Background: an optimization exercise with open tools, aiming at small area. Do not read the settings as production practice.
Where RTL was checked, it was by simulation tests only, not by an equivalence proof against the original.
No functional check of the RTL was part of run 3.
No activity file was given, so power comes from the tool's default toggle rates.

File: flow/run.sh
#!/bin/bash
# synth_recipe.tcl (not shown) runs the flow's synth.tcl, then flattens the netlist and writes it again
# the make line also repeats each setting of config.mk as NAME=value (left out here)
make -C /OpenROAD-flow-scripts/flow DESIGN_CONFIG=/design/flow/config.mk WORK_HOME=/design/flow/orfs CLKGATE_MAP_FILE= SYNTH_SCRIPT=/design/flow/synth_recipe.tcl finish
File: flow/config.mk
export PLATFORM = sky130hd
export DESIGN_NAME = mips_core_top
export DESIGN_NICKNAME = mips_core_top
export VERILOG_FILES = /design/flow/design.v
export SDC_FILE = /design/flow/constraint.sdc
export NUM_CORES = 4
export LEC_CHECK = 0
export CAP_MARGIN = 20
export CORE_MARGIN = 2
export CORE_UTILIZATION = 40
export SLEW_MARGIN = 20
File: flow/constraint.sdc
create_clock -name core_clock -period 6.0 [get_ports {clk_i}]
set_input_delay 1.2000 -clock core_clock [delete_from_list [all_inputs] [get_ports {clk_i}]]
set_output_delay 1.2000 -clock core_clock [all_outputs]
set_load 0.01 [all_outputs]
File: flow/design.v
package cpu_pkg;
    localparam int DATA_W     = 32;
    localparam int INST_W     = 32;
    localparam int REG_ADDR_W = 5;
    localparam int REG_NUM    = 32;
    localparam int SHAMT_W    = 5;
    localparam int ALU_OP_W   = 4;
    localparam int WB_ADR_W   = 6;
    typedef logic [DATA_W-1:0]     data_t;
    typedef logic [INST_W-1:0]     inst_t;
    typedef logic [REG_ADDR_W-1:0] reg_addr_t;
    typedef logic [SHAMT_W-1:0]    shamt_t;
    typedef logic [ALU_OP_W-1:0]   alu_op_t;
    typedef logic [WB_ADR_W-1:0]   wb_adr_t;
    typedef enum logic {
        WB_IDLE,
        WB_ACK
    } wb_state_e;
    localparam logic [5:0] OP_SPECIAL = 6'b000000;
    localparam logic [5:0] OP_ADDI    = 6'b001000;
    localparam logic [5:0] OP_ADDIU   = 6'b001001;
    localparam logic [5:0] OP_SLTI    = 6'b001010;
    localparam logic [5:0] OP_SLTIU   = 6'b001011;
    localparam logic [5:0] OP_ANDI    = 6'b001100;
    localparam logic [5:0] OP_ORI     = 6'b001101;
    localparam logic [5:0] OP_XORI    = 6'b001110;
    localparam logic [5:0] OP_LUI     = 6'b001111;
    localparam logic [5:0] FN_SLL  = 6'b000000;
    localparam logic [5:0] FN_SRL  = 6'b000010;
    localparam logic [5:0] FN_SRA  = 6'b000011;
    localparam logic [5:0] FN_SLLV = 6'b000100;
    localparam logic [5:0] FN_SRLV = 6'b000110;
    localparam logic [5:0] FN_SRAV = 6'b000111;
    localparam logic [5:0] FN_ADD  = 6'b100000;
    localparam logic [5:0] FN_ADDU = 6'b100001;
    localparam logic [5:0] FN_SUB  = 6'b100010;
    localparam logic [5:0] FN_SUBU = 6'b100011;
    localparam logic [5:0] FN_AND  = 6'b100100;
    localparam logic [5:0] FN_OR   = 6'b100101;
    localparam logic [5:0] FN_XOR  = 6'b100110;
    localparam logic [5:0] FN_NOR  = 6'b100111;
    localparam logic [5:0] FN_SLT  = 6'b101010;
    localparam logic [5:0] FN_SLTU = 6'b101011;
    localparam alu_op_t ALU_NOP  = 4'd0;
    localparam alu_op_t ALU_OR   = 4'd1;
    localparam alu_op_t ALU_AND  = 4'd2;
    localparam alu_op_t ALU_XOR  = 4'd3;
    localparam alu_op_t ALU_NOR  = 4'd4;
    localparam alu_op_t ALU_SLL  = 4'd5;
    localparam alu_op_t ALU_SRL  = 4'd6;
    localparam alu_op_t ALU_SRA  = 4'd7;
    localparam alu_op_t ALU_ADD  = 4'd8;
    localparam alu_op_t ALU_SUB  = 4'd9;
    localparam alu_op_t ALU_SLT  = 4'd10;
    localparam alu_op_t ALU_SLTU = 4'd11;
    localparam data_t ZERO_WORD = '0;
    localparam wb_adr_t INST_ADR    = 6'd0;
    localparam int      REG_ADR_BIT = 5;         
endpackage
`timescale 1ns/100ps
module mips_core_top (
    input  logic        clk_i,
    input  logic        rst_n_i,
    input  logic        wb_cyc_i,
    input  logic        wb_stb_i,
    input  logic        wb_we_i,
    input  logic [5:0]  wb_adr_i,
    input  logic [31:0] wb_dat_i,
    output logic [31:0] wb_dat_o,
    output logic        wb_ack_o
);
    logic        ack_q;
    logic [31:1] vld_q;
    logic [31:0] regs [1:31];
    logic stb;
    assign stb      = wb_cyc_i & wb_stb_i;
    assign wb_ack_o = ack_q & stb;
    always_ff @(posedge clk_i) begin
        ack_q <= rst_n_i & stb & ~ack_q;
    end
    logic [5:0]  op;
    logic [5:0]  fn;
    logic [4:0]  rs;
    logic [4:0]  sa;
    assign op = wb_dat_i[31:26];
    assign rs = wb_dat_i[25:21];
    assign sa = wb_dat_i[10:6];
    assign fn = wb_dat_i[5:0];
    logic rtype;
    logic itype;
    logic fix_sh;
    logic var_sh;
    logic arith;
    logic valid;
    assign rtype  = (op == 6'b000000);
    assign itype  = (op[5:3] == 3'b001);
    assign fix_sh = (fn[5:2] == 4'b0000) && (fn[1:0] != 2'b01);
    assign var_sh = (fn[5:2] == 4'b0001) && (fn[1:0] != 2'b01);
    assign arith  = (fn[5:3] == 3'b100) || (fn[5:1] == 5'b10101);
    assign valid  = itype || (rtype && ((fix_sh && (rs == 5'd0)) || ((var_sh || arith) && (sa == 5'd0))));
    logic        exe_q;                         
    logic        rtype_q;
    logic [2:0]  f3_q;                          
    logic [4:0]  rt_q;
    logic [15:0] imm_q;                         
    logic [31:0] a_q;                           
    logic [4:0]  raddr;
    logic        ren;
    logic [31:0] rdata;
    assign raddr = !ack_q ? rt_q : (wb_we_i ? rs : wb_adr_i[4:0]);
    assign ren   = !ack_q | wb_we_i | wb_adr_i[5];     
    always_comb begin
        rdata = '0;
        for (int i = 1; i < 32; i++) begin
            rdata = rdata | ({32{ren && vld_q[i] && (raddr == 5'(i))}} & regs[i]);
        end
    end
    assign wb_dat_o = rdata;
    always_ff @(posedge clk_i) begin
        exe_q   <= rst_n_i && wb_ack_o && wb_we_i && (wb_adr_i == 6'd0) && valid;
        rtype_q <= rtype;
        f3_q    <= rtype ? fn[2:0] : op[2:0];
        rt_q    <= wb_dat_i[20:16];
        imm_q   <= wb_dat_i[15:0];
        a_q     <= rdata;
    end
    logic [4:0]  wd;
    logic        is_shift;
    logic        is_cmp;
    assign wd       = rtype_q ? imm_q[15:11] : rt_q;
    assign is_shift = rtype_q && !imm_q[5];
    assign is_cmp   = rtype_q ? imm_q[3] : 1'b1;
    logic [31:0] x;
    logic [31:0] y;
    assign x = a_q;
    always_comb begin
        if (rtype_q) begin
            y = rdata;
        end else if (!f3_q[2]) begin
            y = {{16{imm_q[15]}}, imm_q};
        end else if (f3_q[1:0] == 2'b11) begin
            y = {imm_q, 16'h0};
        end else begin
            y = {16'h0, imm_q};
        end
    end
    logic        sub;
    logic [32:0] sum;
    logic        lt;
    assign sub = f3_q[1];
    assign sum = {1'b0, x} + {1'b0, sub ? ~y : y} + {32'd0, sub};
    assign lt  = f3_q[0] ? !sum[32] : ((x[31] != y[31]) ? x[31] : sum[31]);
    logic [31:0] logic_res;
    always_comb begin
        case (f3_q[1:0])
            2'b00:   logic_res = x & y;
            2'b01:   logic_res = x | y;
            2'b10:   logic_res = x ^ y;
            default: logic_res = rtype_q ? ~(x | y) : y;
        endcase
    end
    logic [4:0]  shamt;
    logic        sh_left;
    logic [31:0] sh_in;
    logic [31:0] sh_r;
    logic [31:0] sh_res;
    logic        fill;
    assign shamt   = a_q[4:0] | imm_q[10:6];    
    assign sh_left = !imm_q[1];
    assign fill    = imm_q[0] & rdata[31];
    always_comb begin
        for (int i = 0; i < 32; i++) begin
            sh_in[i] = sh_left ? rdata[31-i] : rdata[i];
        end
    end
    assign sh_r = 32'({{32{fill}}, sh_in} >> shamt);
    always_comb begin
        for (int i = 0; i < 32; i++) begin
            sh_res[i] = sh_left ? sh_r[31-i] : sh_r[i];
        end
    end
    logic [31:0] result;
    always_comb begin
        if (is_shift) begin
            result = sh_res;
        end else if (f3_q[2]) begin
            result = logic_res;
        end else if (f3_q[1] && is_cmp) begin
            result = {31'd0, lt};
        end else begin
            result = sum[31:0];
        end
    end
    always_ff @(posedge clk_i) begin
        for (int i = 1; i < 32; i++) begin
            if (exe_q && (wd == 5'(i))) begin
                regs[i] <= result;
            end
        end
    end
    always_ff @(posedge clk_i) begin
        for (int i = 1; i < 32; i++) begin
            vld_q[i] <= rst_n_i && (vld_q[i] || (exe_q && (wd == 5'(i))));
        end
    end
endmodule
==> results of run 1 <==
flip-flops by register name, summed over array words and instances (netlist names):
register / cells
vld_q: 31
f3_q: 3
a_q: 32
regs: 992
rtype_q: 1
ack_q: 1
imm_q: 16
exe_q: 1
rt_q: 5
area by class of cell:
type                    count  area, µm²  area share [%]
multi-input cells        1980      16570           25.30
well taps                1612       2017           3.080
inverters                 448       1682           2.568
clock inverters            79      842.1           1.286
diodes                      3      7.507         0.01146
clock buffers             131       2895           4.421
flip-flops and latches   1082      31600           48.25
repair buffers           1040       9879           15.09
how the worst min path moves through the flow:
stage | start | endpoint | slack [ps] | depth (start not counted)
6_report | vld_q[6]$_DFF_P_ | vld_q[6]$_DFF_P_ | 490 | 1
5_1_grt | vld_q[8]$_DFF_P_ | vld_q[8]$_DFF_P_ | 520 | 1
4_1_cts | vld_q[6]$_DFF_P_ | vld_q[6]$_DFF_P_ | 490 | 1
3_5_place_dp | vld_q[4]$_DFF_P_ | vld_q[4]$_DFF_P_ | 460 | 1
3_3_place_gp | vld_q[9]$_DFF_P_ | vld_q[9]$_DFF_P_ | 450 | 1
2_1_floorplan | vld_q[12]$_DFF_P_ | vld_q[12]$_DFF_P_ | 440 | 1
through the flow:
step                      setup TNS (ps)  hold WS (ps)  util (%)  worst slack (ps)
after floorplan                   -83570         440.3         -            -404.0
after global placement          -2150060         449.2     48.74             -2779
after detailed placement        -2045880         457.2     48.81             -2638
after CTS                        -342210         488.0     53.64            -688.4
after global routing             -429640         517.2     54.51            -737.8
final                            -381580         488.8     54.51            -718.7
synth_stat cells (all sizes together) (8+ instances only):
master / number
buf: 105
a21o: 27
nor4: 34
nor2b: 11
mux2i: 37
mux4: 43
xnor2: 28
o31ai: 9
xor2: 27
o21ai: 94
dfxtp: 90
nand2: 178
a211oi: 11
a2111oi: 108
mux2: 9
inv: 446
o221ai: 18
nand4: 44
ha: 95
a22oi: 233
o22ai: 36
a221oi: 29
nor3: 359
nand3: 109
clkbuf: 87
a222oi: 24
a31oi: 13
a21oi: 72
edfxtp: 992
o22a: 8
o21a: 43
a22o: 17
and3: 8
nor2: 151
logic make-up (layout without fill, tap and decap cells):
logic type | after synthesis | count (layout)
DFF | 1082 | 1082
and+or+nand+nor | 933 | 934
AOI/OAI and AO/OA | 802 | 806
buffers and inverters | 640 | 1698
adders and majority gates | 96 | 96
muxes | 89 | 89
xor gates and xnor gates | 55 | 55
other | 0 | 3
report_power, final:
part	internal (mW)	total [mW]	switching [mW]
logic	0.599	1.54	0.940
registers	8.36	8.39	0.0223
clock network	4.07	7.18	3.11
critical path, delay by kind of cell:
| kind | cells | cell delay [ps] |
|---|---|---|
| mux | 1 | 200 |
| fa+ha+maj | 1 | 420 |
| simple gates | 5 | 1130 |
| xor+xnor | 2 | 310 |
| buf+inv | 8 | 1160 |
| compound gates | 13 | 2810 |
metal layers:
layer | track usage, % | up-vias
met5 | 0 | -
met4 | 18.51 | 4
met3 | 9.842 | 685
met2 | 50.88 | 3304
met1 | 46.04 | 19809
li1 | - | 16145
repair_timing:
action                                   CTS  global route
pin swaps                                101            65
hold endpoints to repair                   0             0
gates cloned                              12             4
buffers inserted                          66            36
endpoints found under the setup margin  1024          1020
resized for setup                        277           126
==> results by group, run 1 <==
Outcome
  • Status: finished with violations
  • SO Viols: setup timing

Timing
  • Fin crit share: 112.0%
  • Fin. Hold Viols: 0
  • Setup Viol. Count Final: 982
  • Crit path time final: 6719 ps
  • Setup WS post-layout: -718.7 ps
  • Slew @ Worst Pin: 1232 ps
  • RSZ-0062 raised after global routing: yes
  • Max Fclk: 148.8 MHz
  • Fin. max-slew vios: 0
  • Setup Skew: 62.16 ps
  • Slew margin rel.: 17.64%

Worst setup path
  • Worst Path Class, Setup: in -> reg
  • Crit path max-delay cell type: nor4_4
  • Critical path startpoint category: input port
  • Reg-to-reg endpoint: regs[2][30]$_DFFE_PP_
  • Critical Path End: regs[2][30]$_DFFE_PP_
  • Worst stage delay on the critical path: 540 ps
  • R2R Setup Slk: -550 ps
  • Crit path from: wb_we_i
  • R2R depth: 30
  • CP Capture Type: register
  • Worst Path Max Fanout: 8
  • RR Startpoint: ack_q$_DFF_P_
  • CP arrival: 7280 ps
  • Worst Path Required: 6570 ps
  • CP most frequent cell: buf_12

Clocking
  • Clk root buf: clkbuf_16
  • Clock latency (worst-skew pair): 740 ps
  • CTS clock-pin slew for the worst setup and hold paths: 60 ps
  • Htree depth: 3
  • CTS tree: yes
  • CTS Buf Count: 111
  • CTS Sinks: 1082
  • Hold-fix buffers, CTS: 0
  • Longest Clk Path Bufs: 3

Floorplanning
  • # rows: 127
  • Starting Density: 40.40%
  • Die width: 352.3 µm
  • Die ar.: 0.1241 mm²
  • Boundary Pins: 76
  • Vert. Die Dim: 352.3 µm
  • Core area: 0.1201 mm²

Placement
  • Hpwl dp: 149.1 mm
  • Placed Area: 0.05864 mm²
  • Placed insts: 6041
  • Port Buffers: 75
  • Final GP Congestion: 0.9962

Final layout
  • Layout area overhead: 34.92%
  • Share of layout cells above drive strength 1: 32.84%
  • Fill cell count: 9861
  • Layout Cell Area excl Fill: 0.06549 mm²
  • Most frequent cells in the layout: 992 x edfxtp_1, 776 x buf_4, 441 x inv_1
  • Most common cell after layout, fill and taps aside: edfxtp_1
  • Fin cells: 6375
  • # nets final: 4802

Yosys
  • Xor/xnor share of the synthesized area: 0.9924%
  • Largest family of logic cells by synthesized area: compound AO/OA/AOI/OAI gates
  • Main synth FF type: edfxtp_1
  • Area leader, netlist: edfxtp_1
  • Post-synthesis compound-gate area fraction: 12.62%
  • Syn nets: 3836
  • Yosys top cell area share: 61.37%
  • EDFF count, synth: 992
  • Unique masters post-synth: 97
  • #FFs+latches synth: 1082
  • Synth top area cells: edfxtp_1 61%, dfxtp_1 3.7%, nor3_1 3.7%, a22oi_1 3.6%, inv_1 3.4%
  • Seq/Total Area, Yosys: 65.08%
  • Post-synthesis mux area share: 2.982%
  • Synthesized area: 0.04854 mm²
  • Adder-Cell Fraction of Synth Area: 2.490%
  • Synthesized instance count: 3697
  • Fraction of registers with async set/reset: 0%
  • Post-synthesis simple-gate area fraction: 10.07%
  • Avg Inst Size Synth: 13.13 µm²
  • Yosys warnings: 2

Drt
  • ANT nets after route: 0
  • WL/cell: 34.63 µm
  • Vias: 39.95k
  • DRC: 0
  • Uppermost layer routed: met5
  • Drt initial violations: 7004
  • Drt first pass iters: 8
  • Met2 routed WL: 93.96 mm
  • Vias per cell: 6.266
  • Met3 routed WL: 31.36 mm
  • Wl on met1: 80.97 mm
  • Post-Route WL: 220.8 mm

Global routing
  • Vias in the first global route: 37.57k
  • Initial antenna violation count: 5
  • First-pass GRT wire length: 299.7 mm
  • Tot GR Track Use: 34.50%
  • Largest net degree at the start of global routing: 54
  • Congestion Overflow GR: 0

Power
  • Final Power: 17.11 mW
  • Pwr dens: 261.3 mW/mm²
  • VDD IR-drop max: 0.0002832 V
  • Leak: 24.69 nW

Hold path
  • HP Class: reg -> reg

Run
  • Max_cap viols: 0
==> inputs of run 2 (changes only) <==
--- a/flow/design.v
+++ b/flow/design.v
@@ -109,12 +109,19 @@
     logic [31:0] rdata;
     assign raddr = !ack_q ? rt_q : (wb_we_i ? rs : wb_adr_i[4:0]);
     assign ren   = !ack_q | wb_we_i | wb_adr_i[5];     
-    always_comb begin
-        rdata = '0;
-        for (int i = 1; i < 32; i++) begin
-            rdata = rdata | ({32{ren && vld_q[i] && (raddr == 5'(i))}} & regs[i]);
-        end
-    end
+    logic [31:1]  rsel;
+    logic [991:0] rflat;
+    always_comb begin
+        for (int i = 1; i < 32; i++) begin
+            rsel[i] = ren && vld_q[i] && (raddr == 5'(i));
+            rflat[(i-1)*32 +: 32] = regs[i];
+        end
+    end
+    rf_read u_rf_read (
+        .sel_i  (rsel),
+        .data_i (rflat),
+        .data_o (rdata)
+    );
     assign wb_dat_o = rdata;
     always_ff @(posedge clk_i) begin
         exe_q   <= rst_n_i && wb_ack_o && wb_we_i && (wb_adr_i == 6'd0) && valid;
@@ -125,52 +132,136 @@
         a_q     <= rdata;
     end
     logic [4:0]  wd;
+    assign wd = rtype_q ? imm_q[15:11] : rt_q;
+    logic [31:0] result;
+    exec_alu u_alu (
+        .rtype_i  (rtype_q),
+        .f3_i     (f3_q),
+        .imm_i    (imm_q),
+        .a_i      (a_q),
+        .b_i      (rdata),
+        .result_o (result)
+    );
+    always_ff @(posedge clk_i) begin
+        for (int i = 1; i < 32; i++) begin
+            if (exe_q && (wd == 5'(i))) begin
+                regs[i] <= result;
+            end
+        end
+    end
+    always_ff @(posedge clk_i) begin
+        for (int i = 1; i < 32; i++) begin
+            vld_q[i] <= rst_n_i && (vld_q[i] || (exe_q && (wd == 5'(i))));
+        end
+    end
+endmodule
+module rf_read (
+    input  logic [31:1]  sel_i,
+    input  logic [991:0] data_i,
+    output logic [31:0]  data_o
+);
+    always_comb begin
+        data_o = '0;
+        for (int i = 1; i < 32; i++) begin
+            data_o = data_o | ({32{sel_i[i]}} & data_i[(i-1)*32 +: 32]);
+        end
+    end
+endmodule
+module exec_alu (
+    input  logic        rtype_i,
+    input  logic [2:0]  f3_i,
+    input  logic [15:0] imm_i,
+    input  logic [31:0] a_i,
+    input  logic [31:0] b_i,
+    output logic [31:0] result_o
+);
     logic        is_shift;
-    logic        is_cmp;
-    assign wd       = rtype_q ? imm_q[15:11] : rt_q;
-    assign is_shift = rtype_q && !imm_q[5];
-    assign is_cmp   = rtype_q ? imm_q[3] : 1'b1;
+    logic        is_slt;
+    logic        arith;
+    logic        sub;
+    assign is_shift = rtype_i && !imm_i[5];
+    assign arith    = !f3_i[2];
+    assign sub      = arith && f3_i[1];
+    assign is_slt   = sub && (rtype_i ? imm_i[3] : 1'b1);
     logic [31:0] x;
     logic [31:0] y;
-    assign x = a_q;
-    always_comb begin
-        if (rtype_q) begin
-            y = rdata;
-        end else if (!f3_q[2]) begin
-            y = {{16{imm_q[15]}}, imm_q};
-        end else if (f3_q[1:0] == 2'b11) begin
-            y = {imm_q, 16'h0};
+    assign x = a_i;
+    always_comb begin
+        if (rtype_i) begin
+            y = b_i;
+        end else if (!f3_i[2]) begin
+            y = {{16{imm_i[15]}}, imm_i};
+        end else if (f3_i[1:0] == 2'b11) begin
+            y = {imm_i, 16'h0};
         end else begin
-            y = {16'h0, imm_q};
-        end
-    end
-    logic        sub;
-    logic [32:0] sum;
-    logic        lt;
-    assign sub = f3_q[1];
-    assign sum = {1'b0, x} + {1'b0, sub ? ~y : y} + {32'd0, sub};
-    assign lt  = f3_q[0] ? !sum[32] : ((x[31] != y[31]) ? x[31] : sum[31]);
-    logic [31:0] logic_res;
-    always_comb begin
-        case (f3_q[1:0])
-            2'b00:   logic_res = x & y;
-            2'b01:   logic_res = x | y;
-            2'b10:   logic_res = x ^ y;
-            default: logic_res = rtype_q ? ~(x | y) : y;
-        endcase
-    end
+            y = {16'h0, imm_i};
+        end
+    end
+    logic [3:0] tt;
+    always_comb begin
+        if (arith) begin
+            tt = sub ? 4'b1001 : 4'b0110;           
+        end else begin
+            case (f3_i[1:0])
+                2'b00:   tt = 4'b1000;              
+                2'b01:   tt = 4'b1110;              
+                2'b10:   tt = 4'b0110;              
+                default: tt = rtype_i ? 4'b0001 : 4'b1010;    
+            endcase
+        end
+    end
+    logic [31:0] f;
+    always_comb begin
+        for (int k = 0; k < 32; k++) begin
+            f[k] = tt[{x[k], y[k]}];
+        end
+    end
+    logic [31:0] yb;
+    logic [31:0] g0;
+    logic [31:0] p0;
+    assign yb = y ^ {32{sub}};
+    assign g0 = x & yb;
+    assign p0 = x ^ yb;
+    logic [31:0] gl [6];
+    logic [31:0] pl [6];
+    always_comb begin
+        gl[0] = g0;
+        pl[0] = p0;
+        for (int l = 0; l < 5; l++) begin
+            for (int k = 0; k < 32; k++) begin
+                if (k & (1 << l)) begin
+                    gl[l+1][k] = gl[l][k] | (pl[l][k] & gl[l][(k | ((1 << l) - 1)) - (1 << l)]);
+                    pl[l+1][k] = pl[l][k] & pl[l][(k | ((1 << l) - 1)) - (1 << l)];
+                end else begin
+                    gl[l+1][k] = gl[l][k];
+                    pl[l+1][k] = pl[l][k];
+                end
+            end
+        end
+    end
+    logic [32:0] c;
+    always_comb begin
+        c[0] = sub;
+        for (int k = 0; k < 32; k++) begin
+            c[k+1] = gl[5][k] | (pl[5][k] & sub);
+        end
+    end
+    logic [31:0] t;
+    assign t = f ^ (c[31:0] & {32{arith}});
+    logic lt;
+    assign lt = f3_i[0] ? !c[32] : ((x[31] != y[31]) ? x[31] : t[31]);
     logic [4:0]  shamt;
     logic        sh_left;
     logic [31:0] sh_in;
     logic [31:0] sh_r;
     logic [31:0] sh_res;
     logic        fill;
-    assign shamt   = a_q[4:0] | imm_q[10:6];    
-    assign sh_left = !imm_q[1];
-    assign fill    = imm_q[0] & rdata[31];
+    assign shamt   = a_i[4:0] | imm_i[10:6];    
+    assign sh_left = !imm_i[1];
+    assign fill    = imm_i[0] & b_i[31];
     always_comb begin
         for (int i = 0; i < 32; i++) begin
-            sh_in[i] = sh_left ? rdata[31-i] : rdata[i];
+            sh_in[i] = sh_left ? b_i[31-i] : b_i[i];
         end
     end
     assign sh_r = 32'({{32{fill}}, sh_in} >> shamt);
@@ -179,28 +270,13 @@
             sh_res[i] = sh_left ? sh_r[31-i] : sh_r[i];
         end
     end
-    logic [31:0] result;
     always_comb begin
         if (is_shift) begin
-            result = sh_res;
-        end else if (f3_q[2]) begin
-            result = logic_res;
-        end else if (f3_q[1] && is_cmp) begin
-            result = {31'd0, lt};
+            result_o = sh_res;
+        end else if (is_slt) begin
+            result_o = {31'd0, lt};
         end else begin
-            result = sum[31:0];
-        end
-    end
-    always_ff @(posedge clk_i) begin
-        for (int i = 1; i < 32; i++) begin
-            if (exe_q && (wd == 5'(i))) begin
-                regs[i] <= result;
-            end
-        end
-    end
-    always_ff @(posedge clk_i) begin
-        for (int i = 1; i < 32; i++) begin
-            vld_q[i] <= rst_n_i && (vld_q[i] || (exe_q && (wd == 5'(i))));
+            result_o = t;
         end
     end
 endmodule
--- a/flow/config.mk
+++ b/flow/config.mk
@@ -9,3 +9,4 @@
 export CORE_MARGIN = 2
 export CORE_UTILIZATION = 40
 export SLEW_MARGIN = 20
+export SYNTH_HIERARCHICAL = 1
==> run 2 against run 1 <==
The layout still fails its checks (setup timing). Synthesized area fell by 9.4%. Sequential share of layout area rose by 6.4 points. Non-clock buffer count fell by 329. Synthesized cell count fell by 26%. Worst hold slack got worse by 25 ps. Die area fell by 9.3%. Count of clock-buffer cells in the layout rose by 3. Setup slack improved by 490 ps. Critical endpoint is now regs[5][19]$_DFFE_PP_.
==> results by group, run 2 <==
Outcome
  • Status: finished with violations (unchanged)
  • SO Viols: setup timing (unchanged)

Timing
  • Fin. max-slew vios: 0 (unchanged)
  • RSZ-0062 raised after global routing: yes (unchanged)
  • Crit path time final: 6232 ps (was 6719 ps)
  • Max Fclk: 160.5 MHz (was 148.8 MHz)
  • Fin. Hold Viols: 0 (unchanged)
  • Fin crit share: 103.9% (was 112.0%)
  • Setup Viol. Count Final: 452 (was 982)
  • Slew @ Worst Pin: 1160 ps (was 1232 ps)
  • Slew margin rel.: 22.38% (was 17.64%)
  • Setup WS post-layout: -232.0 ps (was -718.7 ps)
  • Setup Skew: 51.77 ps (was 62.16 ps)

Global routing
  • Largest net degree at the start of global routing: 37 (was 54)
  • Initial antenna violation count: 10 (was 5)
  • Met3 Track Usage GR: 8.091% (was 9.842%)
  • Global Route met2 Usage: 47.47% (was 50.88%)
  • Most Crowded Layer GR: met2 (unchanged)
  • Vias in the first global route: 31.03k (was 37.57k)
  • Tot GR Track Use: 30.09% (was 34.50%)
  • M1 GR Usage: 39.28% (was 46.04%)
  • Congestion Overflow GR: 0 (unchanged)
  • First-pass GRT wire length: 237.1 mm (was 299.7 mm)

Worst setup path
  • Critical path startpoint category: input port (unchanged)
  • Crit path max-delay cell type: or4_4 (was nor4_4)
  • Worst stage delay on the critical path: 620 ps (was 540 ps)
  • CP arrival: 6680 ps (was 7280 ps)
  • CP Capture Type: register (unchanged)
  • CP bufs+invs: 10 (was 8)
  • Worst Path Required: 6450 ps (was 6570 ps)
  • Cell family with most CP delay: compound AO/OA/AOI/OAI gates (unchanged)
  • Worst Path Class, Setup: in -> reg (unchanged)
  • CP most frequent cell: buf_4 (was buf_12)
  • Worst Path Max Fanout: 8 (unchanged)

Yosys
  • #FFs+latches synth: 1082 (unchanged)
  • Main synth FF type: edfxtp_1 (unchanged)
  • Synthesized instance count: 2747 (was 3697)
  • Fraction of registers with async set/reset: 0% (unchanged)
  • Yosys warnings: 12 (was 2)
  • Avg Inst Size Synth: 16.01 µm² (was 13.13 µm²)
  • Count leader, synth: edfxtp_1 (unchanged)
  • EDFF count, synth: 992 (unchanged)
  • Unique masters post-synth: 78 (was 97)
  • Synth top area cells: edfxtp_1 68%, a22oi_1 7.0%, dfxtp_1 4.1%, mux4_2 3.2%, mux2i_1 1.2% (was edfxtp_1 61%, dfxtp_1 3.7%, nor3_1 3.7%, a22oi_1 3.6%, inv_1 3.4%)
  • Yosys top cell area share: 67.72% (was 61.37%)
  • Area leader, netlist: edfxtp_1 (unchanged)
  • Top cells by count, synth: 992 x edfxtp_1, 408 x a22oi_1, 124 x clkbuf_1, 117 x nor2_1, 90 x dfxtp_1 (was 992 x edfxtp_1, 443 x inv_1, 357 x nor3_1, 232 x a22oi_1, 178 x nand2_1)
  • Seq/Total Area, Yosys: 71.82% (was 65.08%)
  • Synthesized area: 0.04399 mm² (was 0.04854 mm²)
  • Syn nets: 2826 (was 3836)

Power
  • Pwr dens: 282.3 mW/mm² (was 261.3 mW/mm²)
  • NetSw: 3.741 mW (was 4.074 mW)
  • Leak: 19.84 nW (was 24.69 nW)
  • VDD IR-drop max: 0.0002336 V (was 0.0002832 V)
  • Clock network power share: 41.1% (was 42.0%)
  • Sw Share: 22.94% (was 23.81%)
  • Final Power: 16.31 mW (was 17.11 mW)
  • Int Pwr: 12.57 mW (was 13.04 mW)
  • Seq pwr share: 51.4% (was 49.0%)
  • Combinational power share: 7.5% (was 9.0%)

Clocking
  • CTS clock-pin slew for the worst setup and hold paths: 70 ps (was 60 ps)
  • Clock latency (worst-skew pair): 740 ps (about the same)
  • CTS Sinks: 1082 (unchanged)
  • Longest Clk Path Bufs: 3 (unchanged)
  • CTS Buf Count: 107 (was 111)
  • Htree depth: 3 (unchanged)
  • Clk root buf: clkbuf_16 (unchanged)
  • CTS tree: yes (unchanged)
  • Hold-fix buffers, CTS: 0 (unchanged)

Placement
  • Port Buffers: 75 (unchanged)
  • Final GP Congestion: 0.9812 (was 0.9962)
  • Hpwl dp: 105.3 mm (was 149.1 mm)

Final layout
  • Max reg flops: 992 (unchanged)
  • Largest registers: regs: 992 flops, a_q: 32 flops, vld_q: 31 flops (unchanged)
  • # nets final: 3495 (was 4802)
  • Layout area overhead: 31.32% (was 34.92%)
  • Top reg by flops: regs (unchanged)
  • Share of layout cells above drive strength 1: 33.85% (was 32.84%)
  • Fill cell count: 8629 (was 9861)
  • Finished Core Util: 52.99% (was 54.51%)
  • Most frequent cells in the layout: 992 x edfxtp_1, 464 x buf_4, 351 x a22oi_1 (was 992 x edfxtp_1, 776 x buf_4, 441 x inv_1)
  • Most common cell after layout, fill and taps aside: edfxtp_1 (unchanged)

Floorplanning
  • Core area: 0.1090 mm² (was 0.1201 mm²)
  • Boundary Pins: 76 (unchanged)
  • # rows: 121 (was 127)
  • Die width: 335.6 µm (was 352.3 µm)
  • Die ar.: 0.1126 mm² (was 0.1241 mm²)
  • Vert. Die Dim: 335.6 µm (was 352.3 µm)
  • Starting Density: 40.35% (was 40.40%)

Drt
  • Vias: 31.70k (was 39.95k)
  • Vias per cell: 6.439 (was 6.266)
  • Post-Route WL: 172.0 mm (was 220.8 mm)
  • Drt initial violations: 4885 (was 7004)
  • ANT nets after route: 0 (unchanged)
  • Drt first pass iters: 7 (was 8)
  • WL/cell: 34.94 µm (was 34.63 µm)
  • DRC: 0 (unchanged)

Hold path
  • HP Class: reg -> reg (unchanged)

Run
  • Max_cap viols: 0 (unchanged)
==> run 2: kinds of logic (layout without fill, tap and decap cells) <==
logic type	after synthesis	in the layout	synth area share, %
compound gates	774	782	13.43
other cells	0	2	0
flops	1082	1082	71.82
buf+inv	184	931	1.951
xor+xnor	61	61	1.215
simple gates	482	487	5.552
mux	128	128	5.012
fa+ha+maj	36	36	1.024
==> run 2: what timing repair did <==
item                                    4_1_cts  5_1_grt
buffers inserted                            105       17
endpoints found under the setup margin     1024      836
pin swaps                                   117       56
resized for setup                           242       73
cloned                                       32        4
==> run 2: worst reg2reg max path, delay by kind of cell, from the launching register on <==
kind | cells | cell delay (ps)
AO/OA/AOI/OAI | 8 | 1650
XOR/XNOR | 2 | 260
adder cells (fa/ha/maj) | 1 | 330
buffers and inverters | 12 | 1880
flip-flops | 1 | 440
AND/OR/NAND/NOR | 5 | 1240
==> run 2: cell type report <==
cell class / count / area [µm²] / share of cell area (%)
tap: 1414 / 1769 / 3.063
antenna: 2 / 5.005 / 0.008664
clock inverter: 66 / 679.4 / 1.176
inverter: 20 / 75.07 / 0.1300
timing repair buffer: 711 / 7466 / 12.92
multi-input combinational: 1494 / 13360 / 23.12
clock buffer: 134 / 2821 / 4.884
sequential: 1082 / 31590 / 54.69
==> run 2: Yosys stat by module (local to each module, per instance) <==
| module | cells | flops+latches | area [µm²] | copies in the design |
|---|---|---|---|---|
| exec_alu | 732 | 0 | 5904 | 1 |
| rf_read | 733 | 0 | 5344 | 1 |
| mips_core_top | 1282 | 1082 | 32740 | 1 |
==> run 2: power groups by stage <==
stage               Clock (mW)  Combinational (mW)  Sequential, mW
floorplan                    0               0.451            8.53
global placement             0               0.881            8.54
detailed placement           0               0.902            8.54
CTS                       6.73                1.16            8.38
global route              7.04                1.27            8.37
finish                    6.70                1.22            8.38
==> run 2: layer usage <==
metal | part of all wire [%] | wire length [µm] | vias to the layer above
met5 | 0.033 | 56 | -
met4 | 4.8 | 8316 | 8
met3 | 12 | 20620 | 399
met2 | 46 | 78920 | 2240
met1 | 37 | 64070 | 16258
li1 | - | - | 12796
==> run 2: worst paths after layout <==
check / start / end / slack [ps] / depth (start not counted)
min: vld_q[27]$_DFF_P_ / vld_q[27]$_DFF_P_ / 460 / 1
min reg2reg: vld_q[27]$_DFF_P_ / vld_q[27]$_DFF_P_ / 460 / 1
max reg2reg: ack_q$_DFF_P_ / regs[5][19]$_DFFE_PP_ / -100 / 28
max: wb_adr_i[4] / regs[5][19]$_DFFE_PP_ / -230 / 28
==> run 2: per-stage QoR <==
step	worst slack (ps)	TNS, ps	instance area [µm²]	hold slack [ps]	instances
4_1_cts	-117.3	-7886	57360	459.8	4901
3_3_place_gp	-1814	-1334060	51260	437.8	4569
3_5_place_dp	-1909	-1404190	51270	444.3	4570
6_report	-232.0	-44140	57770	463.3	4923
5_1_grt	-399.5	-107660	57770	469.2	4923
2_1_floorplan	-14.27	-864.1	44360	432.5	2747
==> inputs of run 3 (changes only) <==
--- a/flow/design.v
+++ b/flow/design.v
@@ -98,17 +98,35 @@
     assign var_sh = (fn[5:2] == 4'b0001) && (fn[1:0] != 2'b01);
     assign arith  = (fn[5:3] == 3'b100) || (fn[5:1] == 5'b10101);
     assign valid  = itype || (rtype && ((fix_sh && (rs == 5'd0)) || ((var_sh || arith) && (sa == 5'd0))));
-    logic        exe_q;                         
     logic        rtype_q;
     logic [2:0]  f3_q;                          
     logic [4:0]  rt_q;
     logic [15:0] imm_q;                         
+    logic        exe1_q;                        
+    logic        exe2_q;                        
+    logic [31:0] b_q;                           
     logic [31:0] a_q;                           
+    logic [4:0]  wd;
+    logic        fwd;
+    logic [31:0] result;
+    assign wd = rtype_q ? imm_q[15:11] : rt_q;
+    logic [31:0] immx;
+    always_comb begin
+        if (!f3_q[2]) begin
+            immx = {{16{imm_q[15]}}, imm_q};
+        end else if (f3_q[1:0] == 2'b11) begin
+            immx = {imm_q, 16'h0};
+        end else begin
+            immx = {16'h0, imm_q};
+        end
+    end
     logic [4:0]  raddr;
     logic        ren;
+    logic [31:0] rf_data;
     logic [31:0] rdata;
-    assign raddr = !ack_q ? rt_q : (wb_we_i ? rs : wb_adr_i[4:0]);
+    assign raddr = ack_q ? (wb_we_i ? rs : wb_adr_i[4:0]) : rt_q;
     assign ren   = !ack_q | wb_we_i | wb_adr_i[5];     
+    assign fwd   = ren && exe2_q && (wd != 5'd0) && (raddr == wd);
     logic [31:1]  rsel;
     logic [991:0] rflat;
     always_comb begin
@@ -120,38 +138,42 @@
     rf_read u_rf_read (
         .sel_i  (rsel),
         .data_i (rflat),
-        .data_o (rdata)
+        .data_o (rf_data)
     );
+    assign rdata = fwd ? result : rf_data;
     assign wb_dat_o = rdata;
     always_ff @(posedge clk_i) begin
-        exe_q   <= rst_n_i && wb_ack_o && wb_we_i && (wb_adr_i == 6'd0) && valid;
-        rtype_q <= rtype;
-        f3_q    <= rtype ? fn[2:0] : op[2:0];
-        rt_q    <= wb_dat_i[20:16];
-        imm_q   <= wb_dat_i[15:0];
-        a_q     <= rdata;
-    end
-    logic [4:0]  wd;
-    assign wd = rtype_q ? imm_q[15:11] : rt_q;
-    logic [31:0] result;
+        if (ack_q) begin
+            rtype_q <= rtype;
+            f3_q    <= rtype ? fn[2:0] : op[2:0];
+            rt_q    <= wb_dat_i[20:16];
+            imm_q   <= wb_dat_i[15:0];
+        end
+    end
+    always_ff @(posedge clk_i) begin
+        exe1_q <= rst_n_i && wb_ack_o && wb_we_i && (wb_adr_i == 6'd0) && valid;
+        exe2_q <= rst_n_i && exe1_q;
+        b_q    <= (exe1_q && !rtype_q) ? immx : rdata;
+        a_q    <= b_q;
+    end
     exec_alu u_alu (
         .rtype_i  (rtype_q),
         .f3_i     (f3_q),
         .imm_i    (imm_q),
         .a_i      (a_q),
-        .b_i      (rdata),
+        .b_i      (b_q),
         .result_o (result)
     );
     always_ff @(posedge clk_i) begin
         for (int i = 1; i < 32; i++) begin
-            if (exe_q && (wd == 5'(i))) begin
+            if (exe2_q && (wd == 5'(i))) begin
                 regs[i] <= result;
             end
         end
     end
     always_ff @(posedge clk_i) begin
         for (int i = 1; i < 32; i++) begin
-            vld_q[i] <= rst_n_i && (vld_q[i] || (exe_q && (wd == 5'(i))));
+            vld_q[i] <= rst_n_i && (vld_q[i] || (exe2_q && (wd == 5'(i))));
         end
     end
 endmodule
@@ -186,17 +208,7 @@
     logic [31:0] x;
     logic [31:0] y;
     assign x = a_i;
-    always_comb begin
-        if (rtype_i) begin
-            y = b_i;
-        end else if (!f3_i[2]) begin
-            y = {{16{imm_i[15]}}, imm_i};
-        end else if (f3_i[1:0] == 2'b11) begin
-            y = {imm_i, 16'h0};
-        end else begin
-            y = {16'h0, imm_i};
-        end
-    end
+    assign y = b_i;
     logic [3:0] tt;
     always_comb begin
         if (arith) begin
--- a/flow/config.mk
+++ b/flow/config.mk
@@ -7,6 +7,6 @@
 export LEC_CHECK = 0
 export CAP_MARGIN = 20
 export CORE_MARGIN = 2
-export CORE_UTILIZATION = 40
+export CORE_UTILIZATION = 55
 export SLEW_MARGIN = 20
 export SYNTH_HIERARCHICAL = 1
==> run 3 against run 2 <==
Core utilization increased by 12 points. Largest power group unchanged. Critical endpoint is now wb_dat_o[14]. Flip-flop and latch count increased by 33. Die area decreased by 23%. Total power decreased by 6.6%. Still fails the layout checks on setup timing. Register-to-register slack improved by 1700 ps. Via count decreased by 3.6%. Combinational power decreased by 71%. Non-clock buffer count decreased by 346.
==> results by group, run 3 <==
Yosys
  • Area leader, netlist: edfxtp_1 (unchanged)
  • Yosys top cell area share: 65.94% (was 67.72%)
  • Yosys warnings: 12 (unchanged)
  • Synthesized area: 0.04631 mm² (was 0.04399 mm²)
  • #FFs+latches synth: 1115 (was 1082)
  • Avg Inst Size Synth: 15.76 µm² (was 16.01 µm²)
  • Top cells by count, synth: 1017 x edfxtp_1, 396 x a22oi_1, 135 x clkbuf_1, 123 x nor2_1, 98 x dfxtp_1 (was 992 x edfxtp_1, 408 x a22oi_1, 124 x clkbuf_1, 117 x nor2_1, 90 x dfxtp_1)
  • Seq/Total Area, Yosys: 70.18% (was 71.82%)
  • Synth top area cells: edfxtp_1 66%, a22oi_1 6.4%, dfxtp_1 4.2%, mux4_2 3.2%, mux2i_1 1.4% (was edfxtp_1 68%, a22oi_1 7.0%, dfxtp_1 4.1%, mux4_2 3.2%, mux2i_1 1.2%)
  • Syn nets: 3016 (was 2826)
  • Fraction of registers with async set/reset: 0% (unchanged)
  • Main synth FF type: edfxtp_1 (unchanged)
  • EDFF count, synth: 1017 (was 992)
  • Unique masters post-synth: 86 (was 78)
  • Count leader, synth: edfxtp_1 (unchanged)
  • Synthesized instance count: 2938 (was 2747)

Worst setup path
  • Cells along the critical path: nor2b_4 -> buf_12 -> xor2_1 -> ha_1 -> a21oi_2 -> a211oi_4 -> buf_4 -> buf_4 -> nor3_2 -> o21ai_0 -> buf_4 -> a31oi_2 -> xnor2_2 -> nor2_1 -> a221o_1 -> mux2_4 -> clkdlybuf4s50_1
  • CP arrival: 4820 ps (was 6680 ps)
  • CP Capture Type: primary output (was register)
  • Worst Path Max Fanout: 7 (was 8)
  • Cell family with most CP delay: buffers and inverters (was compound AO/OA/AOI/OAI gates)
  • Crit path max-delay cell type: clkdlybuf4s50_1 (was or4_4)
  • Critical path startpoint category: register (was input port)
  • CP most frequent cell: buf_4 (unchanged)
  • Worst stage delay on the critical path: 480 ps (was 620 ps)
  • CP bufs+invs: 5 (was 10)
  • Worst Path Class, Setup: reg -> out (was in -> reg)
  • Worst Path Required: 4800 ps (was 6450 ps)

Timing
  • Setup Skew: 46.48 ps (was 51.77 ps)
  • Setup WS post-layout: -20.29 ps (was -232.0 ps)
  • Setup Viol. Count Final: 1 (was 452)
  • RSZ-0062 raised after global routing: yes (unchanged)
  • Slew margin rel.: 21.25% (was 22.38%)
  • Fin crit share: 100.3% (was 103.9%)
  • Fin. Hold Viols: 0 (unchanged)
  • Crit path time final: 6020 ps (was 6232 ps)
  • Max Fclk: 166.1 MHz (was 160.5 MHz)
  • TNS Setup: -20.29 ps (was -44140 ps)
  • Slew @ Worst Pin: 1177 ps (was 1160 ps)
  • Fin. max-slew vios: 0 (unchanged)

Global routing
  • First-pass GRT wire length: 209.4 mm (was 237.1 mm)
  • Vias in the first global route: 29.40k (was 31.03k)
  • Most Crowded Layer GR: met2 (unchanged)
  • Initial antenna violation count: 5 (was 10)
  • Met3 Track Usage GR: 6.420% (was 8.091%)
  • M1 GR Usage: 48.04% (was 39.28%)
  • Tot GR Track Use: 34.08% (was 30.09%)
  • Congestion Overflow GR: 0 (unchanged)
  • Largest net degree at the start of global routing: 37 (unchanged)
  • Global Route met2 Usage: 52.88% (was 47.47%)

Clocking
  • CTS Buf Count: 109 (was 107)
  • Clk root buf: clkbuf_16 (unchanged)
  • CTS tree: yes (unchanged)
  • Clock latency (worst-skew pair): 710 ps (was 740 ps)
  • CTS clock-pin slew for the worst setup and hold paths: 60 ps (was 70 ps)
  • CTS Sinks: 1115 (was 1082)
  • Longest Clk Path Bufs: 3 (unchanged)
  • Htree depth: 3 (unchanged)

Drt
  • Drt initial violations: 4064 (was 4885)
  • DRC: 0 (unchanged)
  • ANT nets after route: 0 (unchanged)
  • Drt first pass iters: 6 (was 7)
  • Vias per cell: 6.942 (was 6.439)
  • Vias: 30.57k (was 31.70k)
  • Post-Route WL: 148.6 mm (was 172.0 mm)
  • WL/cell: 33.74 µm (was 34.94 µm)

Final layout
  • Largest registers: regs: 992 flops, a_q: 32 flops, b_q: 32 flops (was regs: 992 flops, a_q: 32 flops, vld_q: 31 flops)
  • Most frequent cells in the layout: 1017 x edfxtp_1, 392 x a22oi_1, 230 x buf_4 (was 992 x edfxtp_1, 464 x buf_4, 351 x a22oi_1)
  • Most common cell after layout, fill and taps aside: edfxtp_1 (unchanged)
  • Max reg flops: 992 (unchanged)
  • Share of layout cells above drive strength 1: 21.75% (was 33.85%)
  • Multi-input gate area: 0.01368 mm² (was 0.01336 mm²)
  • Top reg by flops: regs (unchanged)
  • Fill cell count: 5939 (was 8629)
  • Layout area overhead: 17.98% (was 31.32%)
  • Fin cells: 4404 (was 4923)
  • # nets final: 3308 (was 3495)
  • Reg area: 0.03250 mm² (was 0.03159 mm²)

Placement
  • Hpwl dp: 96.52 mm (was 105.3 mm)
  • Port Buffers: 75 (unchanged)
  • Placed insts: 4178 (was 4570)
  • Final GP Congestion: 0.9501 (was 0.9812)

Floorplanning
  • # rows: 106 (was 121)
  • Vert. Die Dim: 294.2 µm (was 335.6 µm)
  • Starting Density: 55.43% (was 40.35%)
  • Die ar.: 0.08654 mm² (was 0.1126 mm²)
  • Boundary Pins: 76 (unchanged)
  • Die width: 294.2 µm (was 335.6 µm)
  • Core area: 0.08356 mm² (was 0.1090 mm²)

Outcome
  • SO Viols: setup timing (unchanged)
  • Status: finished with violations (unchanged)

Run
  • Max_cap viols: 0 (unchanged)

Hold path
  • HP Class: reg -> reg (unchanged)

Power
  • VDD IR-drop max: 0.0002814 V (was 0.0002336 V)
  • Pwr dens: 278.7 mW/mm² (was 282.3 mW/mm²)
  • Leak: 18.79 nW (was 19.84 nW)
## run 3: final timing paths
path,start,to,slack (ps),depth (start not counted)
setup / recovery,f3_q[2]$_DFFE_PP_,wb_dat_o[14],-20,17
hold / removal,vld_q[5]$_DFF_P_,vld_q[5]$_DFF_P_,460,1
setup reg to reg,f3_q[2]$_DFFE_PP_,b_q[0]$_DFF_P_,1550,18
hold reg to reg,vld_q[5]$_DFF_P_,vld_q[5]$_DFF_P_,460,1
## run 3: layer usage
| layer | wire (µm) | vias to the layer above |
|---|---|---|
| li1 | - | 12769 |
| met3 | 14670 | 288 |
| met1 | 59090 | 15725 |
| met5 | 13 | - |
| met4 | 6113 | 2 |
| met2 | 68710 | 1787 |
## run 3: timing repair
action,4_1_cts,5_1_grt
pin swaps,20,35
gates resized for setup,55,61
endpoints found under the hold margin,0,0
cloned,0,3
setup endpoints to repair,32,28
buffers inserted,5,12
hold buffers,0,0
## run 3: cells by family (layout without fill, tap and decap cells)
logic type               after synthesis  count (layout)  share of synthesized area [%]
AO/OA/AOI/OAI                        803             803                          13.44
XOR/XNOR                              62              62                          1.172
adder cells (fa/ha/maj)               35              35                         0.9456
buffers and inverters                200             581                          2.010
flip-flops                          1115            1115                          70.18
multiplexers                         175             175                          6.081
other                                  0               5                              0
AND/OR/NAND/NOR                      548             548                          6.176
## run 3: per-stage QoR
stage / util (%) / hold slack, ps / worst slack, ps / total power [mW] / cell area, µm²
after floorplan: - / 329.0 / 42.99 / 8.771 / 46330
after global placement: 60.63 / 438.3 / -653.2 / 8.934 / 50660
after detailed placement: 60.63 / 444.5 / -593.6 / 8.941 / 50660
after CTS: 64.91 / 458.7 / -61.29 / 15.28 / 54230
after global routing: 65.38 / 467.8 / -130.7 / 15.60 / 54630
final: 65.39 / 460.1 / -20.29 / 15.23 / 54640
## run 3: power by group
group / switching (mW) / leakage, nW / internal, mW / total (mW)
logic: 0.239 / 7.24 / 0.120 / 0.358
clock network: 2.89 / 1.62 / 3.54 / 6.43
registers: 0.0126 / 9.94 / 8.43 / 8.44
## run 3: cell type report
class	instances	area share [%]
Multi-Input combinational cell	1623	25.04
Tap cell	1080	2.473
Antenna cell	5	0.02290
Clock inverter	52	0.8198
Sequential cell	1115	59.48
Clock buffer	148	5.315
Inverter	16	0.1099
Timing Repair Buffer	365	6.739
## run 3: per-module statistics from Yosys (local to each module, per instance)
module / copies in the design / cells / flip-flops and latches
rf_read: 1 / 733 / 0
mips_core_top: 1 / 1552 / 1115
exec_alu: 1 / 653 / 0
==> inputs of run 4 (changes only) <==
--- a/flow/design.v
+++ b/flow/design.v
@@ -110,37 +110,27 @@
     logic        fwd;
     logic [31:0] result;
     assign wd = rtype_q ? imm_q[15:11] : rt_q;
-    logic [31:0] immx;
-    always_comb begin
-        if (!f3_q[2]) begin
-            immx = {{16{imm_q[15]}}, imm_q};
-        end else if (f3_q[1:0] == 2'b11) begin
-            immx = {imm_q, 16'h0};
-        end else begin
-            immx = {16'h0, imm_q};
-        end
-    end
     logic [4:0]  raddr;
     logic        ren;
-    logic [31:0] rf_data;
     logic [31:0] rdata;
     assign raddr = ack_q ? (wb_we_i ? rs : wb_adr_i[4:0]) : rt_q;
     assign ren   = !ack_q | wb_we_i | wb_adr_i[5];     
-    assign fwd   = ren && exe2_q && (wd != 5'd0) && (raddr == wd);
-    logic [31:1]  rsel;
-    logic [991:0] rflat;
-    always_comb begin
+    assign fwd   = exe2_q && (wd != 5'd0) && (raddr == wd);
+    logic [31:0]   rsel;
+    logic [1023:0] rflat;
+    always_comb begin
+        rsel[0] = ren && fwd;
+        rflat[31:0] = result;
         for (int i = 1; i < 32; i++) begin
-            rsel[i] = ren && vld_q[i] && (raddr == 5'(i));
-            rflat[(i-1)*32 +: 32] = regs[i];
+            rsel[i] = ren && !fwd && vld_q[i] && (raddr == 5'(i));
+            rflat[i*32 +: 32] = regs[i];
         end
     end
     rf_read u_rf_read (
         .sel_i  (rsel),
         .data_i (rflat),
-        .data_o (rf_data)
+        .data_o (rdata)
     );
-    assign rdata = fwd ? result : rf_data;
     assign wb_dat_o = rdata;
     always_ff @(posedge clk_i) begin
         if (ack_q) begin
@@ -153,7 +143,7 @@
     always_ff @(posedge clk_i) begin
         exe1_q <= rst_n_i && wb_ack_o && wb_we_i && (wb_adr_i == 6'd0) && valid;
         exe2_q <= rst_n_i && exe1_q;
-        b_q    <= (exe1_q && !rtype_q) ? immx : rdata;
+        b_q    <= rdata;
         a_q    <= b_q;
     end
     exec_alu u_alu (
@@ -178,14 +168,14 @@
     end
 endmodule
 module rf_read (
-    input  logic [31:1]  sel_i,
-    input  logic [991:0] data_i,
-    output logic [31:0]  data_o
+    input  logic [31:0]   sel_i,
+    input  logic [1023:0] data_i,
+    output logic [31:0]   data_o
 );
     always_comb begin
         data_o = '0;
-        for (int i = 1; i < 32; i++) begin
-            data_o = data_o | ({32{sel_i[i]}} & data_i[(i-1)*32 +: 32]);
+        for (int i = 0; i < 32; i++) begin
+            data_o = data_o | ({32{sel_i[i]}} & data_i[i*32 +: 32]);
         end
     end
 endmodule
@@ -208,7 +198,17 @@
     logic [31:0] x;
     logic [31:0] y;
     assign x = a_i;
-    assign y = b_i;
+    always_comb begin
+        if (rtype_i) begin
+            y = b_i;
+        end else if (!f3_i[2]) begin
+            y = {{16{imm_i[15]}}, imm_i};
+        end else if (f3_i[1:0] == 2'b11) begin
+            y = {imm_i, 16'h0};
+        end else begin
+            y = {16'h0, imm_i};
+        end
+    end
     logic [3:0] tt;
     always_comb begin
         if (arith) begin
--- a/flow/config.mk
+++ b/flow/config.mk
@@ -7,6 +7,6 @@
 export LEC_CHECK = 0
 export CAP_MARGIN = 20
 export CORE_MARGIN = 2
-export CORE_UTILIZATION = 55
+export CORE_UTILIZATION = 40
 export SLEW_MARGIN = 20
 export SYNTH_HIERARCHICAL = 1
==> run 4 against run 3 <==
The layout still fails its checks (setup timing). Clock power up 8.6%. Non-clock buffer count up 390. Combinational power up 52%. Synthesized cell count down 2.4%. Global-route usage down 5.3 points. First-iteration DRC count up 1.3%. Wire length up 14%. Setup slack worse by 590 ps. Sequential share of layout area down 4.3 points. Clock skew down 9.6 ps. Via count up 5.7%. Register-to-register slack worse by 480 ps.
==> results by group, run 4 <==
Outcome
  • Status: finished with violations (unchanged)
  • SO Viols: setup timing (unchanged)

Yosys
  • Unique masters post-synth: 79 (was 86)
  • Yosys top cell area share: 67.50% (was 65.94%)
  • Top cells by count, synth: 1017 x edfxtp_1, 538 x a22oi_1, 144 x nor2_1, 138 x nand4_1, 98 x dfxtp_1 (was 1017 x edfxtp_1, 396 x a22oi_1, 135 x clkbuf_1, 123 x nor2_1, 98 x dfxtp_1)
  • Avg Inst Size Synth: 15.78 µm² (was 15.76 µm²)
  • Count leader, synth: edfxtp_1 (unchanged)
  • Synthesized area: 0.04525 mm² (was 0.04631 mm²)
  • Syn nets: 2946 (was 3016)
  • EDFF count, synth: 1017 (unchanged)
  • Synth top area cells: edfxtp_1 67%, a22oi_1 8.9%, dfxtp_1 4.3%, mux4_2 3.1%, nand4_1 1.9% (was edfxtp_1 66%, a22oi_1 6.4%, dfxtp_1 4.2%, mux4_2 3.2%, mux2i_1 1.4%)
  • Yosys warnings: 12 (unchanged)
  • Seq/Total Area, Yosys: 71.83% (was 70.18%)
  • #FFs+latches synth: 1115 (unchanged)
  • Main synth FF type: edfxtp_1 (unchanged)
  • Fraction of registers with async set/reset: 0% (unchanged)
  • Area leader, netlist: edfxtp_1 (unchanged)
  • Synthesized instance count: 2867 (was 2938)

Hold path
  • Hold Startpoint: vld_q[11]$_DFF_P_ (was vld_q[5]$_DFF_P_)
  • HP Class: reg -> reg (unchanged)

Floorplanning
  • Die ar.: 0.1158 mm² (was 0.08654 mm²)
  • Starting Density: 40.27% (was 55.43%)
  • Core area: 0.1123 mm² (was 0.08356 mm²)
  • Vert. Die Dim: 340.3 µm (was 294.2 µm)
  • Boundary Pins: 76 (unchanged)
  • Die width: 340.3 µm (was 294.2 µm)
  • # rows: 123 (was 106)

Final layout
  • Most common cell after layout, fill and taps aside: edfxtp_1 (unchanged)
  • # nets final: 3650 (was 3308)
  • Finished Core Util: 52.44% (was 65.39%)
  • Layout Cell Area excl Fill: 0.05892 mm² (was 0.05464 mm²)
  • Top reg by flops: regs (unchanged)
  • Layout area overhead: 30.22% (was 17.98%)
  • Max reg flops: 992 (unchanged)
  • Share of layout cells above drive strength 1: 34.65% (was 21.75%)
  • Largest registers: regs: 992 flops, a_q: 32 flops, b_q: 32 flops (unchanged)
  • Fin cells: 5166 (was 4404)
  • Most frequent cells in the layout: 1017 x edfxtp_1, 560 x buf_4, 494 x a22oi_1 (was 1017 x edfxtp_1, 392 x a22oi_1, 230 x buf_4)

Timing
  • Max Fclk: 151.2 MHz (was 166.1 MHz)
  • Fin. Hold Viols: 0 (unchanged)
  • Setup Viol. Count Final: 30 (was 1)
  • TNS Setup: -10650 ps (was -20.29 ps)
  • Slew @ Worst Pin: 1223 ps (was 1177 ps)
  • Worst hold slack: 472.5 ps (was 460.1 ps)
  • Crit path time final: 6612 ps (was 6020 ps)
  • Fin crit share: 110.2% (was 100.3%)
  • Slew margin rel.: 18.38% (was 21.25%)
  • Setup Skew: 36.93 ps (was 46.48 ps)
  • Fin. max-slew vios: 0 (unchanged)
  • RSZ-0062 raised after global routing: yes (unchanged)
  • Setup WS post-layout: -611.8 ps (was -20.29 ps)

Clocking
  • Clk root buf: clkbuf_16 (unchanged)
  • Longest Clk Path Bufs: 3 (unchanged)
  • CTS clock-pin slew for the worst setup and hold paths: 60 ps (about the same)
  • Hold-fix buffers, CTS: 0 (unchanged)
  • CTS Buf Count: 109 (unchanged)
  • CTS Sinks: 1115 (unchanged)
  • Clock latency (worst-skew pair): 710 ps (about the same)
  • Htree depth: 3 (unchanged)
  • CTS tree: yes (unchanged)

Worst setup path
  • Worst Path Max Fanout: 4 (was 7)
  • R2R Setup Slk: 1070 ps (was 1550 ps)
  • Crit path max-delay cell type: or4_4 (was clkdlybuf4s50_1)
  • Critical Path End: wb_dat_o[31] (was wb_dat_o[14])
  • R2R depth: 23 (was 18)
  • Crit path from: f3_q[0]$_DFFE_PP_ (was f3_q[2]$_DFFE_PP_)
  • Worst Path Class, Setup: reg -> out (unchanged)
  • Cells along the critical path: ha_2 -> a21oi_4 -> buf_6 -> buf_12 -> a22oi_2 -> xnor2_1 -> ha_1 -> nand4_1 -> nor2_1 -> buf_4 -> o2111ai_4 -> buf_4 -> buf_4 -> a31oi_4 -> buf_4 -> and3_4 -> o31ai_2 -> xnor2_1 -> buf_4 -> o2bb2ai_4 -> a22oi_2 -> nand4_1 -> or4_4 -> buf_6 (was nor2b_4 -> buf_12 -> xor2_1 -> ha_1 -> a21oi_2 -> a211oi_4 -> buf_4 -> buf_4 -> nor3_2 -> o21ai_0 -> buf_4 -> a31oi_2 -> xnor2_2 -> nor2_1 -> a221o_1 -> mux2_4 -> clkdlybuf4s50_1)
  • RR Startpoint: f3_q[1]$_DFFE_PP_ (was f3_q[2]$_DFFE_PP_)
  • Cell family with most CP delay: buffers and inverters (unchanged)
  • Crit path depth: 24 (was 17)
  • Worst stage delay on the critical path: 610 ps (was 480 ps)
  • CP bufs+invs: 8 (was 5)
  • CP most frequent cell: buf_4 (unchanged)
  • CP arrival: 5410 ps (was 4820 ps)
  • Reg-to-reg endpoint: b_q[27]$_DFF_P_ (was b_q[0]$_DFF_P_)
  • CP Capture Type: primary output (unchanged)
  • Critical path startpoint category: register (unchanged)
  • Worst Path Required: 4800 ps (about the same)

Placement
  • Port Buffers: 75 (unchanged)
  • Final GP Congestion: 0.9922 (was 0.9501)
  • Hpwl dp: 104.1 mm (was 96.52 mm)
  • Placed Area: 0.05215 mm² (was 0.05066 mm²)
  • Post-Place Setup Slack: -779.7 ps (was -593.6 ps)
  • Placed insts: 4789 (was 4178)

Drt
  • Post-Route WL: 169.8 mm (was 148.6 mm)
  • Vias: 32.31k (was 30.57k)
  • Vias per cell: 6.255 (was 6.942)
  • ANT nets after route: 0 (unchanged)
  • Drt initial violations: 4118 (was 4064)
  • Drt first pass iters: 5 (was 6)
  • DRC: 0 (unchanged)
  • WL/cell: 32.88 µm (was 33.74 µm)

Global routing
  • Tot GR Track Use: 28.74% (was 34.08%)
  • Largest net degree at the start of global routing: 34 (was 37)
  • Vias in the first global route: 31.66k (was 29.40k)
  • Congestion Overflow GR: 0 (unchanged)
  • First-pass GRT wire length: 236.6 mm (was 209.4 mm)
  • Initial antenna violation count: 4 (was 5)

Power
  • Leak: 20.02 nW (was 18.79 nW)
  • VDD IR-drop max: 0.0002328 V (was 0.0002814 V)
  • Pwr dens: 271.6 mW/mm² (was 278.7 mW/mm²)
  • Final Power: 16.00 mW (was 15.23 mW)

Run
  • Max_cap viols: 0 (unchanged)
==> run 4: cell count changes after synthesis, sizes merged, moves of 34 or more <==
cell / previous run / this run
a22oi: 396 / 538
nand4: 65 / 138
a221oi: 53 / 4
nand3: 80 / 33
and3: 55 / 10
xnor2: 13 / 56
mux2: 40 / 3
clkbuf: 135 / 100
xor2: 49 / 15
==> run 4: worst min path at each step <==
stage	end	slack, ps	cells after the start
after floorplan	a_q[0]$_DFF_P_	360	0
after global placement	exe2_q$_DFF_P_	430	1
after detailed placement	exe2_q$_DFF_P_	430	1
after CTS	exe2_q$_DFF_P_	470	1
after global routing	vld_q[15]$_DFF_P_	480	1
final	vld_q[11]$_DFF_P_	470	1
==> run 4: area by class of cell <==
class | instances | area (µm²)
multi-input cells | 1571 | 13840
flip-flops and latches | 1115 | 32500
repair buffers | 755 | 6985
diodes | 4 | 10.01
well taps | 1500 | 1877
clock buffers | 132 | 2887
clock inverters | 70 | 743.2
inverters | 19 | 72.57
fillers | 9100 | 53430
==> run 4: power breakdown <==
group	switching, mW	internal [mW]	leakage [nW]
clock network	2.99	4.00	1.77
logic	0.326	0.217	8.26
registers	0.0117	8.47	9.99
total	3.32	12.7	20.0
==> run 4: worst reg2reg max path: cells and delay by family, from the launching register on <==
kind / cells / cell delay, ps
multiplexers: 1 / 170
buffers and inverters: 5 / 740
flip-flops: 1 / 430
AND/OR/NAND/NOR: 5 / 1070
adder cells (fa/ha/maj): 2 / 490
AO/OA/AOI/OAI: 8 / 1520
XOR/XNOR: 2 / 370
==> run 4: per-module statistics from Yosys, one instance, submodules excluded <==
module / cell area (µm²) / cells / flip-flops and latches / times used
rf_read: 5381 / 768 / 0 / 1
exec_alu: 5904 / 732 / 0 / 1
mips_core_top: 33960 / 1367 / 1115 / 1
==> run 4: what timing repair did <==
action	CTS	global route
resized for setup	424	82
gates cloned	15	1
pin swaps	180	121
setup buffers	126	40
setup endpoints to repair	32	32
==> run 4: kinds of logic after synthesis <==
| kind of cell | share of synthesized area, % |
|---|---|
| XOR/XNOR | 1.374 |
| multiplexers | 4.903 |
| flip-flops | 71.83 |
| adder cells (fa/ha/maj) | 0.9955 |
| buffers and inverters | 2.149 |
| AO/OA/AOI/OAI | 12.86 |
| AND/OR/NAND/NOR | 5.885 |
==> run 4: per-layer routing <==
metal / routed length (µm) / global-route usage, % / share of wire [%] / up-vias
met1: 62510 / 37.25 / 37 / 16524
met5: 26 / 0 / 0.015 / -
met3: 19050 / 6.831 / 11 / 397
met2: 78820 / 45.38 / 46 / 2136
li1: - / - / - / 13251
met4: 9437 / 14.34 / 5.6 / 4
==> inputs of run 5 (changes only) <==
--- a/flow/design.v
+++ b/flow/design.v
@@ -104,11 +104,12 @@
     logic [15:0] imm_q;                         
     logic        exe1_q;                        
     logic        exe2_q;                        
-    logic [31:0] b_q;                           
     logic [31:0] a_q;                           
+    logic [31:0] res_q;                         
     logic [4:0]  wd;
     logic        fwd;
     logic [31:0] result;
+    logic [31:0] alu_res;
     assign wd = rtype_q ? imm_q[15:11] : rt_q;
     logic [4:0]  raddr;
     logic        ren;
@@ -143,17 +144,18 @@
     always_ff @(posedge clk_i) begin
         exe1_q <= rst_n_i && wb_ack_o && wb_we_i && (wb_adr_i == 6'd0) && valid;
         exe2_q <= rst_n_i && exe1_q;
-        b_q    <= rdata;
-        a_q    <= b_q;
+        a_q    <= rdata;
+        res_q  <= alu_res;
     end
     exec_alu u_alu (
         .rtype_i  (rtype_q),
         .f3_i     (f3_q),
         .imm_i    (imm_q),
         .a_i      (a_q),
-        .b_i      (b_q),
-        .result_o (result)
+        .b_i      (rdata),
+        .result_o (alu_res)
     );
+    assign result = res_q;
     always_ff @(posedge clk_i) begin
         for (int i = 1; i < 32; i++) begin
             if (exe2_q && (wd == 5'(i))) begin
==> run 5 against run 4 <==
Count of clock-buffer cells in the layout unchanged. The layout still fails its checks (setup timing). Combinational power decreased by 7.0%. Wire length decreased by 2.3%. Synthesized area unchanged. Critical endpoint is now res_q[26]$_DFF_P_. Die area unchanged. Core utilization decreased by 0.67 points. Sequential share of layout area increased by 0.71 points. Sequential power increased by 0.5%.
==> results by group, run 5 <==
Drt
  • WL/cell: 32.31 µm (was 32.88 µm)
  • DRC: 0 (unchanged)
  • Drt initial violations: 4885 (was 4118)

Timing
  • Setup Skew: 52.82 ps (was 36.93 ps)
  • Setup WS post-layout: -289.9 ps (was -611.8 ps)
  • Setup Viol. Count Final: 33 (was 30)
  • Max Fclk: 159.0 MHz (was 151.2 MHz)
  • RSZ-0062 raised after global routing: yes (unchanged)

Worst setup path
  • Worst stage delay on the critical path: 500 ps (was 610 ps)
  • CP arrival: 6860 ps (was 5410 ps)
  • R2R Setup Slk: -160 ps (was 1070 ps)

Yosys
  • Synthesized instance count: 2867 (unchanged)
  • Area leader, netlist: edfxtp_1 (unchanged)
  • Count leader, synth: edfxtp_1 (unchanged)
  • Yosys top cell area share: 67.50% (unchanged)
  • EDFF count, synth: 1017 (unchanged)
  • Fraction of registers with async set/reset: 0% (unchanged)

Power
  • Pwr dens: 271.7 mW/mm² (was 271.6 mW/mm²)

Outcome
  • SO Viols: setup timing (unchanged)
  • Status: finished with violations (unchanged)

Final layout
  • Largest registers: regs: 992 flops, a_q: 32 flops, res_q: 32 flops (was regs: 992 flops, a_q: 32 flops, b_q: 32 flops)
  • Max reg flops: 992 (unchanged)

Floorplanning
  • Boundary Pins: 76 (unchanged)
  • Die ar.: 0.1158 mm² (unchanged)
  • Core area: 0.1123 mm² (unchanged)
  • Die width: 340.3 µm (unchanged)

Hold path
  • HP Class: reg -> reg (unchanged)

Placement
  • Hpwl dp: 109.8 mm (was 104.1 mm)
  • Placed insts: 4798 (was 4789)

Global routing
  • Congestion Overflow GR: 0 (unchanged)
  • Largest net degree at the start of global routing: 46 (was 34)

Clocking
  • CTS tree: yes (unchanged)
  • Longest Clk Path Bufs: 3 (unchanged)
  • Clk root buf: clkbuf_16 (unchanged)
==> run 5: modules after synthesis, one instance, submodules excluded <==
module	cell area [µm²]	flops+latches	cells inside
rf_read	5381	0	768
exec_alu	5904	0	732
mips_core_top	33960	1115	1367
==> run 5: power breakdown <==
part	internal [mW]	switching (mW)	total, mW
registers	8.48	0.0380	8.52
clock network	3.84	2.94	6.78
logic	0.177	0.327	0.505
==> run 5: metal layers <==
layer | GRT usage (%) | vias to the layer above | routed length, µm
li1 | - | 13174 | -
met1 | 38.97 | 16418 | 64730
met2 | 42.53 | 2096 | 74840
met3 | 5.865 | 349 | 18640
met4 | 11.54 | 10 | 7635
met5 | 0 | - | 59
==> run 5: final cells by class <==
| cell class | instances | area (µm²) |
|---|---|---|
| fill | 9182 | 54180 |
| multi-input combinational | 1566 | 13690 |
| sequential | 1115 | 32500 |
| clock inverter | 67 | 685.7 |
| clock buffer | 132 | 2834 |
| tap | 1500 | 1877 |
| antenna | 2 | 5.005 |
| timing repair buffer | 733 | 6507 |
| inverter | 19 | 71.32 |
==> run 5: worst max-delay path, delay by kind of cell <==
family	cells	cell delay (ps)
AOI/OAI and AO/OA	7	1560
xor gates and xnor gates	2	310
adders and majority gates	1	340
buffers and inverters	7	1000
muxes	1	290
and+or+nand+nor	9	2110
==> run 5: logic make-up (layout without fill, tap and decap cells) <==
group	after synthesis	in the layout	share of synthesized area [%]
flip-flops	1115	1115	71.83
AO/OA/AOI/OAI	809	809	12.86
AND/OR/NAND/NOR	516	523	5.885
buffers and inverters	193	951	2.149
multiplexers	127	127	4.903
XOR/XNOR	71	71	1.374
adder cells (fa/ha/maj)	36	36	0.9955
other	0	2	0
==> run 5: final timing paths <==
path,cells after the start,from,endpoint
setup reg to reg,27,rtype_q$_DFFE_PP_,res_q[26]$_DFF_P_
hold / removal,1,exe1_q$_DFF_P_,exe2_q$_DFF_P_
hold reg to reg,1,exe1_q$_DFF_P_,exe2_q$_DFF_P_
setup / recovery,27,wb_we_i,res_q[26]$_DFF_P_
==> run 5: metrics by stage <==
| stage | area, µm² | hold WS, ps | setup slack (ps) | setup TNS, ps |
|---|---|---|---|---|
| after floorplan | 45330 | 411.9 | 0.8198 | 0 |
| after global placement | 51860 | 430.7 | -1965 | -81140 |
| after detailed placement | 51870 | 420.3 | -1930 | -74910 |
| after CTS | 56870 | 447.5 | -44.99 | -79.08 |
| after global routing | 58170 | 482.0 | -375.8 | -6770 |
| final | 58170 | 449.7 | -289.9 | -3830 |
==> run 5: timing repair <==
action,CTS,global route
pin swaps,146,105
buffers inserted,80,55
hold endpoints to repair,0,0
setup endpoints to repair,64,64
cloned,9,3
resized for setup,241,227

Setup slack of run 5, layout unchanged: -0.290 ns with ideal ports, -0.298 ns with driving cells assumed (clock clkbuf_16, inputs buf_2), -1.047 ns with port delays also shifted by the 0.748 ns mid clock arrival.
